This is an optimization exercise on Yosys and OpenROAD, whose aim is small area, a short achievable clock period and few clock cycles per item, not a production implementation. Function was checked by simulation only, so behaviour that the tests miss may differ from the original.

run A:
==> flow/design.v <==
`default_nettype none
package lkvc_pkg;
    localparam int MAX_ENTRIES = 16;
    localparam int KEY_BITS    = 16;
    localparam int VALUE_BITS  = 32;
    localparam int APB_ADDR_BITS = 2;
    localparam int APB_DATA_BITS = 32;
    localparam int CAP_BITS      = 5;
    localparam logic [CAP_BITS-1:0]      CAP_RESET        = 5'd16;
    localparam logic [APB_ADDR_BITS-1:0] REG_CAPACITY_ADR = 2'd0;
endpackage
`default_nettype wire
`default_nettype none
module lru_key_value_cache_unit #(
    parameter int MAX_ENTRIES = lkvc_pkg::MAX_ENTRIES,
    parameter int KEY_BITS    = lkvc_pkg::KEY_BITS,
    parameter int VALUE_BITS  = lkvc_pkg::VALUE_BITS,
    localparam int TDATA_W    = ((KEY_BITS + VALUE_BITS + 7) / 8) * 8
) (
    input  wire                                  aclk,
    input  wire                                  aresetn,
    input  wire                                  psel,
    input  wire                                  penable,
    input  wire                                  pwrite,
    input  wire  [lkvc_pkg::APB_ADDR_BITS-1:0]   paddr,
    input  wire  [lkvc_pkg::APB_DATA_BITS-1:0]   pwdata,
    output logic [lkvc_pkg::APB_DATA_BITS-1:0]   prdata,
    output logic                                 pready,
    input  wire                                  s_axis_tvalid,
    output logic                                 s_axis_tready,
    input  wire  [TDATA_W-1:0]                   s_axis_tdata,   
    input  wire  [0:0]                           s_axis_tuser,   
    output logic                                 m_axis_tvalid,
    input  wire                                  m_axis_tready,
    output logic [TDATA_W-1:0]                   m_axis_tdata,   
    output logic [1:0]                           m_axis_tuser    
);
    localparam int N = MAX_ENTRIES;
    localparam int CAP_BITS = lkvc_pkg::CAP_BITS;
    logic [CAP_BITS-1:0] cap_reg;
    logic                cfg_wr;
    assign pready = 1'b1;
    assign cfg_wr = psel && penable && pwrite && (paddr == lkvc_pkg::REG_CAPACITY_ADR);
    assign prdata = (paddr == lkvc_pkg::REG_CAPACITY_ADR)
                    ? lkvc_pkg::APB_DATA_BITS'(cap_reg) : '0;
    always_ff @(posedge aclk) begin
        if (!aresetn) begin
            cap_reg <= lkvc_pkg::CAP_RESET;
        end else if (cfg_wr) begin
            cap_reg <= pwdata[CAP_BITS-1:0];
        end
    end
    logic [N-1:0] capm;
    always_comb begin
        capm = '0;
        if (cap_reg == '0) begin
            capm[0] = 1'b1;
        end else if (int'(cap_reg) > N) begin
            capm[N-1] = 1'b1;
        end else begin
            capm[cap_reg - 1'b1] = 1'b1;
        end
    end
    logic                  r_valid;
    logic                  r_op;
    logic [KEY_BITS-1:0]   r_key;
    logic [VALUE_BITS-1:0] r_val;
    logic                  m_valid;
    logic                  m_hit;
    logic                  m_ev;
    logic [VALUE_BITS-1:0] m_val;
    logic [KEY_BITS-1:0]   m_evkey;
    logic stall, fire;
    assign stall         = m_valid && !m_axis_tready;
    assign fire          = r_valid && !stall;
    assign s_axis_tready = !(r_valid && stall);
    logic [KEY_BITS-1:0]   key_q [N];
    logic [VALUE_BITS-1:0] val_q [N];
    logic [N-1:0]          vld_q;
    logic [N-1:0]          pre_q;     
    logic                  full_q;    
    logic [N-1:0]          eq;        
    logic                  hit;
    logic                  grow;      
    logic                  full_keep, full_grow;
    logic [N-1:0]          last;      
    logic [N-1:0]          pm;        
    logic [N-1:0]          en;        
    logic                  put_miss;
    logic                  evict;
    logic [VALUE_BITS-1:0] rd_val;
    logic [KEY_BITS-1:0]   ev_key;
    logic [N-1:0]          s_eq;      
    logic [N-1:0]          s_pre;     
    logic                  s_eq_r;    
    logic                  s_eq_last; 
    logic                  s_drop;    
    logic [N-1:0]          pre_d;
    always_comb begin
        for (int i = 0; i < N; i++) begin
            eq[i] = pre_q[i] && ((i < N - 1) ? !pre_q[(i < N - 1) ? i + 1 : i] : 1'b1);
        end
        hit  = pre_q[0];
        for (int i = 0; i < N; i++) begin
            last[i] = vld_q[i] && ((i < N - 1) ? !vld_q[(i < N - 1) ? i + 1 : i] : 1'b1);
            pm[i]   = full_q ? vld_q[i] : ((i > 0) ? vld_q[(i > 0) ? i - 1 : i] : 1'b1);
        end
        put_miss = r_op && !hit;
        evict    = put_miss && full_q;
        grow     = fire && put_miss && !full_q;
        for (int i = 0; i < N; i++) begin
            en[i] = fire && (pre_q[i] || (put_miss && pm[i]));
        end
        rd_val = '0;
        ev_key = '0;
        for (int i = 0; i < N; i++) begin
            rd_val = rd_val | (eq[i] ? val_q[i] : '0);
            ev_key = ev_key | ((last[i] && evict) ? key_q[i] : '0);
        end
        s_eq_r = (s_axis_tdata[KEY_BITS-1:0] == r_key);
        for (int i = 0; i < N; i++) begin
            s_eq[i] = vld_q[i] && (s_axis_tdata[KEY_BITS-1:0] == key_q[i]);
        end
        for (int i = N - 1; i >= 0; i--) begin
            s_pre[i] = s_eq[i] || ((i < N - 1) ? s_pre[(i < N - 1) ? i + 1 : i] : 1'b0);
        end
        s_eq_last = |(last & s_eq);
        s_drop    = (hit && s_eq_r) || (evict && s_eq_last);
        for (int i = 0; i < N; i++) begin
            if (!en[i]) begin
                pre_d[i] = s_pre[i];
            end else if (i == 0) begin
                pre_d[i] = s_eq_r || (s_pre[0] && !s_drop);
            end else begin
                pre_d[i] = s_pre[(i > 0) ? i - 1 : i] && !s_drop;
            end
        end
    end
    always_ff @(posedge aclk) begin
        if (en[0]) begin
            key_q[0] <= r_key;
            val_q[0] <= r_op ? r_val : rd_val;
        end
        for (int i = 1; i < N; i++) begin
            if (en[i]) begin
                key_q[i] <= key_q[i-1];
                val_q[i] <= val_q[i-1];
            end
        end
    end
    always_ff @(posedge aclk) begin
        if (!aresetn) begin
            vld_q <= '0;
        end else if (grow) begin
            vld_q <= {vld_q[N-2:0], 1'b1};
        end
    end
    always_comb begin
        full_keep = |(capm & vld_q);
        full_grow = |(capm & {vld_q[N-2:0], 1'b1});
    end
    always_ff @(posedge aclk) begin
        if (!aresetn) begin
            full_q <= 1'b0;
        end else begin
            full_q <= grow ? full_grow : full_keep;
        end
    end
    always_ff @(posedge aclk) begin
        if (!aresetn) begin
            r_valid <= 1'b0;
        end else if (s_axis_tready) begin
            r_valid <= s_axis_tvalid;
        end
    end
    always_ff @(posedge aclk) begin
        if (s_axis_tready) begin
            r_op  <= s_axis_tuser[0];
            r_key <= s_axis_tdata[KEY_BITS-1:0];
            r_val <= s_axis_tdata[KEY_BITS +: VALUE_BITS];
            pre_q <= pre_d;
        end
    end
    always_ff @(posedge aclk) begin
        if (!aresetn) begin
            m_valid <= 1'b0;
        end else if (!stall) begin
            m_valid <= r_valid;
        end
    end
    always_ff @(posedge aclk) begin
        if (!stall) begin
            m_hit    <= hit;
            m_ev     <= evict;
            m_val    <= r_op ? {VALUE_BITS{1'b0}} : rd_val;
            m_evkey  <= ev_key;
        end
    end
    assign m_axis_tvalid = m_valid;
    assign m_axis_tuser  = {m_ev, m_hit};
    assign m_axis_tdata  = TDATA_W'({m_evkey, m_val});
endmodule
`default_nettype wire
==> flow/config.mk <==
export PLATFORM = sky130hd
export DESIGN_NAME = lru_key_value_cache_unit
export DESIGN_NICKNAME = lru_key_value_cache_unit
export VERILOG_FILES = /design/flow/design.v
export SDC_FILE = /design/flow/constraint.sdc
export NUM_CORES = 4
export LEC_CHECK = 0
export ABC_CLOCK_PERIOD_IN_PS = 2500
export CAP_MARGIN = 20
export CORE_MARGIN = 2
export CORE_UTILIZATION = 40
export SETUP_SLACK_MARGIN = 1.5
export SLEW_MARGIN = 20
==> flow/constraint.sdc <==
create_clock -name core_clock -period 5.0 [get_ports {aclk}]
set_input_delay 1.0000 -clock core_clock [delete_from_list [all_inputs] [get_ports {aclk}]]
set_output_delay 1.0000 -clock core_clock [all_outputs]
set_load 0.01 [all_outputs]
run.sh (not shown) runs the stock make flow with config.mk's settings and CLKGATE_MAP_FILE= SYNTH_SCRIPT=/design/flow/synth_recipe.tcl, a recipe that flattens the netlist after the stock synthesis.
Testbench counts of run A, summed over its fixed seeds: cycles 4,816, items 4,800.
## Diff of input files: run B against run A
diff --git a/flow/design.v b/flow/design.v
--- a/flow/design.v
+++ b/flow/design.v
@@ -76,11 +76,11 @@
     assign s_axis_tready = !(r_valid && stall);
     logic [KEY_BITS-1:0]   key_q [N];
     logic [VALUE_BITS-1:0] val_q [N];
     logic [N-1:0]          vld_q;
-    logic [N-1:0]          pre_q;     
+    logic [N-1:0]          eq_q;      
     logic                  full_q;    
-    logic [N-1:0]          eq;        
+    logic [N-1:0]          pre;       
     logic                  hit;
     logic                  grow;      
     logic                  full_keep, full_grow;
     logic [N-1:0]          last;      
@@ -90,50 +90,40 @@
     logic                  evict;
     logic [VALUE_BITS-1:0] rd_val;
     logic [KEY_BITS-1:0]   ev_key;
     logic [N-1:0]          s_eq;      
-    logic [N-1:0]          s_pre;     
     logic                  s_eq_r;    
-    logic                  s_eq_last; 
-    logic                  s_drop;    
-    logic [N-1:0]          pre_d;
+    logic [N-1:0]          eq_d;
     always_comb begin
-        for (int i = 0; i < N; i++) begin
-            eq[i] = pre_q[i] && ((i < N - 1) ? !pre_q[(i < N - 1) ? i + 1 : i] : 1'b1);
+        for (int i = N - 1; i >= 0; i--) begin
+            pre[i] = eq_q[i] || ((i < N - 1) ? pre[(i < N - 1) ? i + 1 : i] : 1'b0);
         end
-        hit  = pre_q[0];
+        hit  = pre[0];
         for (int i = 0; i < N; i++) begin
             last[i] = vld_q[i] && ((i < N - 1) ? !vld_q[(i < N - 1) ? i + 1 : i] : 1'b1);
             pm[i]   = full_q ? vld_q[i] : ((i > 0) ? vld_q[(i > 0) ? i - 1 : i] : 1'b1);
         end
         put_miss = r_op && !hit;
         evict    = put_miss && full_q;
         grow     = fire && put_miss && !full_q;
         for (int i = 0; i < N; i++) begin
-            en[i] = fire && (pre_q[i] || (put_miss && pm[i]));
+            en[i] = fire && (pre[i] || (put_miss && pm[i]));
         end
         rd_val = '0;
         ev_key = '0;
         for (int i = 0; i < N; i++) begin
-            rd_val = rd_val | (eq[i] ? val_q[i] : '0);
+            rd_val = rd_val | (eq_q[i] ? val_q[i] : '0);
             ev_key = ev_key | ((last[i] && evict) ? key_q[i] : '0);
         end
         s_eq_r = (s_axis_tdata[KEY_BITS-1:0] == r_key);
         for (int i = 0; i < N; i++) begin
-            s_eq[i] = vld_q[i] && (s_axis_tdata[KEY_BITS-1:0] == key_q[i]);
+            s_eq[i] = (s_axis_tdata[KEY_BITS-1:0] == key_q[i]);
         end
-        for (int i = N - 1; i >= 0; i--) begin
-            s_pre[i] = s_eq[i] || ((i < N - 1) ? s_pre[(i < N - 1) ? i + 1 : i] : 1'b0);
-        end
-        s_eq_last = |(last & s_eq);
-        s_drop    = (hit && s_eq_r) || (evict && s_eq_last);
         for (int i = 0; i < N; i++) begin
-            if (!en[i]) begin
-                pre_d[i] = s_pre[i];
-            end else if (i == 0) begin
-                pre_d[i] = s_eq_r || (s_pre[0] && !s_drop);
+            if (en[i]) begin
+                eq_d[i] = (i == 0) ? s_eq_r : s_eq[(i > 0) ? i - 1 : i];
             end else begin
-                pre_d[i] = s_pre[(i > 0) ? i - 1 : i] && !s_drop;
+                eq_d[i] = vld_q[i] && s_eq[i];
             end
         end
     end
     always_ff @(posedge aclk) begin
@@ -177,9 +167,9 @@
         if (s_axis_tready) begin
             r_op  <= s_axis_tuser[0];
             r_key <= s_axis_tdata[KEY_BITS-1:0];
             r_val <= s_axis_tdata[KEY_BITS +: VALUE_BITS];
-            pre_q <= pre_d;
+            eq_q  <= eq_d;
         end
     end
     always_ff @(posedge aclk) begin
         if (!aresetn) begin
Notes after the runs:
Run B | status: complete | timing, DRC, antenna: pass
Run B reports a higher register fraction of the total cell area than run A does.
In the flow results for run A and run B, the highest attainable clock frequency is smaller on run A.
From run A to run B, sequential cell count did not move at all.
Between run B and run A, it is run B whose final RePlAce weighted congestion is lower, by about 1.6%.
Worst hold slack for run B is lower than for run A.
Changes observed in run B relative to run A: post-route standard cell area excluding fillers decreased about 1.1%, time the worst path needs with I/O delays and setup decreased 0.14 ns, insertion delay of the later-clocked pin in the worst-skew pair essentially unchanged, worst supply voltage drop on vdd increased 3.9%, adder-cell share of the synthesized area essentially unchanged.
On sum of routed wire segments on met1, the higher figure sits with run A, not run B.
Compare run A and run B | final wirelength higher: run A
Relative to run A, detailed-routed wire length on met2 has decreased by about 4.4% in run B.
Run A reports its capturing element of the worst setup path as pre_q[3] while run B reports val_q[3][29].
Testbench counts of run B, summed over its fixed seeds: cycles 4,816, items 4,800.

==> static timing again, ports no longer ideal <==
How much do the figures lean on ideal ports? The routed layouts below were timed once more, with nothing changed but the port constraints.
Step 1: set_driving_cell puts a clkbuf_16 on aclk and a buf_2 on each other input, an assumption about the parent block.
Step 2, shift: input delay + t, output delay - t, t = (earliest + latest rising clock arrival at the registers) / 2. This alone moves slack from input paths to output paths.
Three values: ideal, step 1, step 2; two values: the first two.
run | t (ns) | slack for setup (ns) | hold WS [ns] | latest minus earliest clock arrival (ns)
run A | 0.732 | 1.502 / 1.529 / 0.797 | 0.438 / 0.438 / 0.438 | 0.050 / 0.051
run B | 0.744 | 1.640 / 1.640 / 1.049 | 0.435 / 0.435 / 0.435 | 0.045 / 0.045
After both steps every run listed still meets setup and hold. The setup slack of run A, which loses most, moves by +0.027 ns with the drivers and by -0.705 ns with both steps.
